From an optimization exercise on the open Yosys and OpenROAD flow, aimed at small area and a short achievable clock period; shortcuts taken in it are not production practice. The RTL was checked by simulation tests, not by an equivalence proof against the original design. Power and IR drop assume default switching activity.

Setup of run A:
==> flow/design.v (excerpt) <==
module exec_top (
    input  logic                clk,
    input  logic                reset,
    input  logic                psel,
    input  logic                penable,
    input  logic                pwrite,
    input  exec_pkg::apb_addr_t paddr,
    input  exec_pkg::word_t     pwdata,
    output exec_pkg::word_t     prdata,
    output logic                pready,
    output logic                pslverr
);
    logic [31:0] a, b, s, d, imm;
    logic [21:0] cmd;
    logic [3:0]  flags;
    logic [31:0] res1, res2, op_y;
    logic        op_cin, op_shc;
    logic        wr_s, wr_b;
    logic        m_signed, m_acc_lo, m_acc_hi;
    logic [4:0]  sh_rr, sh_n5;
    logic        sh_pt, sh_rrx, sh_big, sh_gt32;
    logic [63:0] st_s, st_c;
    logic [31:0] f1_x, f1_y, f1_lo;
    logic        f1_cin, f1_shc;
    logic [31:0] f2_res1, f2_res2;
    logic [3:0]  f2_flags;
    apb_exec_regs regs_i (
        .clk      (clk),
        .reset    (reset),
        .psel     (psel),
        .penable  (penable),
        .pwrite   (pwrite),
        .paddr    (paddr),
        .pwdata   (pwdata),
        .f2_res1  (f2_res1),
        .f2_res2  (f2_res2),
        .f2_flags (f2_flags),
        .f1_x     (f1_x),
        .f1_y     (f1_y),
        .f1_lo    (f1_lo),
        .f1_cin   (f1_cin),
        .f1_shc   (f1_shc),
        .prdata   (prdata),
        .pready   (pready),
        .pslverr  (pslverr),
        .a        (a),
        .b        (b),
        .s        (s),
        .d        (d),
        .imm      (imm),
        .cmd      (cmd),
        .flags    (flags),
        .res1     (res1),
        .res2     (res2),
        .op_y     (op_y),
        .op_cin   (op_cin),
        .op_shc   (op_shc),
        .wr_s     (wr_s),
        .wr_b     (wr_b),
        .m_signed (m_signed),
        .m_acc_lo (m_acc_lo),
        .m_acc_hi (m_acc_hi),
        .sh_rr    (sh_rr),
        .sh_n5    (sh_n5),
        .sh_pt    (sh_pt),
        .sh_rrx   (sh_rrx),
        .sh_big   (sh_big),
        .sh_gt32  (sh_gt32)
    );
    mul_iter mul_i (
        .clk     (clk),
        .reset   (reset),
        .wr_s    (wr_s),
        .wr_b    (wr_b),
        .pw_s    (pwdata),
        .s       (s),
        .b       (b),
        .st_s    (st_s),
        .st_c    (st_c)
    );
    alu_block f1_i (
        .a       (a),
        .b       (b),
        .s       (s),
  ...
Size: ~6,300 cells after synthesis, ~490 flip-flops, ~45,000 um^2 of cells after synthesis.
export LEC_CHECK = 0
export ABC_AREA = 1
export CAP_MARGIN = 20
export CORE_MARGIN = 2
export CORE_UTILIZATION = 40
export CTS_CLUSTER_DIAMETER = 80
export CTS_CLUSTER_SIZE = 20
export PLACE_DENSITY = 0.6
export SLEW_MARGIN = 20
export TNS_END_PERCENT = 5
create_clock -name core_clock -period 10.0 [get_ports {clk}]
standard.sh (not shown) runs the stock make flow with config.mk's settings and CLKGATE_MAP_FILE= SYNTH_SCRIPT=/design/flow/synth_recipe.tcl, a recipe that flattens the netlist after the stock synthesis.
==> flow/flow/run.sh <==
#!/bin/bash
set -o pipefail
export SETUP_SLACK_MARGIN=6.5
export BUFFER_PORTS_ARGS="-buffer_cell sky130_fd_sc_hd__buf_4"
bash standard.sh > standard.log 2>&1
Run A went all the way through the flow, and no timing, DRC or antenna check failed.
Here is what was changed in the inputs of run B compared with run A.
- a change of PLACE_DENSITY from 0.6 to 0.5
- a deleted CTS_CLUSTER_DIAMETER that had been 80
- a deleted ABC_AREA that had been 1
- a deleted CTS_CLUSTER_SIZE that had been 20
- a change of CORE_UTILIZATION from 40 to 30
Results
Lower peak ir drop on the vdd network goes to run B over run A.
Across both runs, global-route wire length before repair was lower for run B than for run A.
Sort run A and run B by delay of the slowest cell on the worst path desc -> top: run B
Of run A and run B, the run reporting the lower hold slack was run B.
Per the comparison of run B with run A, maximum clock skew at final layout dropped 0.0030 ns, critical path data arrival time climbed 0.20 ns, area of all placed cells without fillers climbed about 0.44%.
Routed wire length in run B is about 4.3% below run A.
Of run A and run B, run B shows the lower proportion of power drawn by combinational gates, with run A above it.
Power share of the clock group was lower in the run labelled run A.
Run B consumes more power than run A does.
Edits applied to the flow inputs when going from run B to run C:
- ABC_AREA newly set to 1
==> flow/flow/run.sh <==
#!/bin/bash
set -o pipefail
export SETUP_SLACK_MARGIN=6.8
export BUFFER_PORTS_ARGS="-buffer_cell sky130_fd_sc_hd__buf_4"
bash standard.sh > standard.log 2>&1
Findings:
- Run C reached the end of the flow, and the finished layout is clean on the timing, DRC and antenna checks.
- Every stage of the flow completed for run B, and the final layout passed the timing, DRC and antenna checks.
- Looking only at power density over cell area, and setting everything else aside, the lower value of run C and run B goes to run C.
- In run C, the last weighted congestion value of the routability-driven placer came out 0.039 above the value in run B.
- Comparing run C and run B, power is higher on run C.
- Run C -> run B: initial cell density of the core flat
- Compared with run B, run C shows non-clock buffer count that has gone up by more than a quarter.
- Between run C and run B, it is run C whose maximum frequency is higher, by 6.8%.
- Changes observed in run C relative to run B: synthesis-to-finish area growth grew by 4.9 points; simple-gate share of the synthesized area now sits higher; met1 global-route usage picked up an extra 4.1 points.
Setup changes, run C to run D
- PLACE_DENSITY changed from 0.5 to 0.6
- CORE_UTILIZATION changed from 30 to 40
==> flow/flow/run.sh <==
#!/bin/bash
set -o pipefail
export SETUP_SLACK_MARGIN=6.3
export BUFFER_PORTS_ARGS="-buffer_cell sky130_fd_sc_hd__buf_4"
bash standard.sh > standard.log 2>&1
[summary]
Number of tap cells added at floorplan (run D over run C): decrease, 442
Compared with run C, total via count after detailed routing in run D decreased by a few percent.
Changes observed in run D relative to run C: clock buffer count in the final layout has decreased; post-route fraction of the period consumed by the critical path has increased.
Run comparison: run D critical path launch point paddr[7]; run C critical path launch point paddr[4]
Relative to run C, number of setup buffers added after CTS has gone down in run D.
Run C has a lower number of iterations in the first detailed-routing pass than run D.
Summary of run D over run C: detailed route wirelength on metal2 decreased by 11% relative to the old numbers; final area dropped 8.1%.
The global routing usage on met2 number comes out higher for run D vs run C.

[port drivers added, routing unchanged]
Ports are ideal in the flow. The routed layouts listed here were re-timed in OpenROAD. Step 1 assumes that a clkbuf_16 drives the clock port and a buf_2 every other input. Step 2 adds t to the input delays and takes it off the output delays; t is the mean of the earliest and latest rising clock arrival at the registers after step 1. Input paths then give back, and output paths get back, about the clock's delay inside the block. Three values: ideal ports, drivers, drivers and shift; two values: the first two.
run | shift t [ns] | setup WS [ns] | hold slack, ns | worst setup path at the end | worst slew at a driven data input, ns
run A | 0.724 | 6.299 / 6.299 / 5.668 | 0.494 / 0.494 / 0.494 | input to register | 0.07
run B | 0.726 | 6.149 / 6.149 / 5.511 | 0.472 / 0.472 / 0.472 | input to register | 0.05
run C | 0.740 | 6.393 / 6.412 / 5.691 | 0.513 / 0.513 / 0.513 | input to register | 0.07
run D | 0.779 | 6.075 / 6.129 / 5.349 | 0.481 / 0.481 / 0.481 | input to register | 0.06
After both steps every run listed still meets setup and hold. For run D, which loses most, drivers alone change the setup slack by +0.054 ns; drivers and shift together by -0.726 ns.
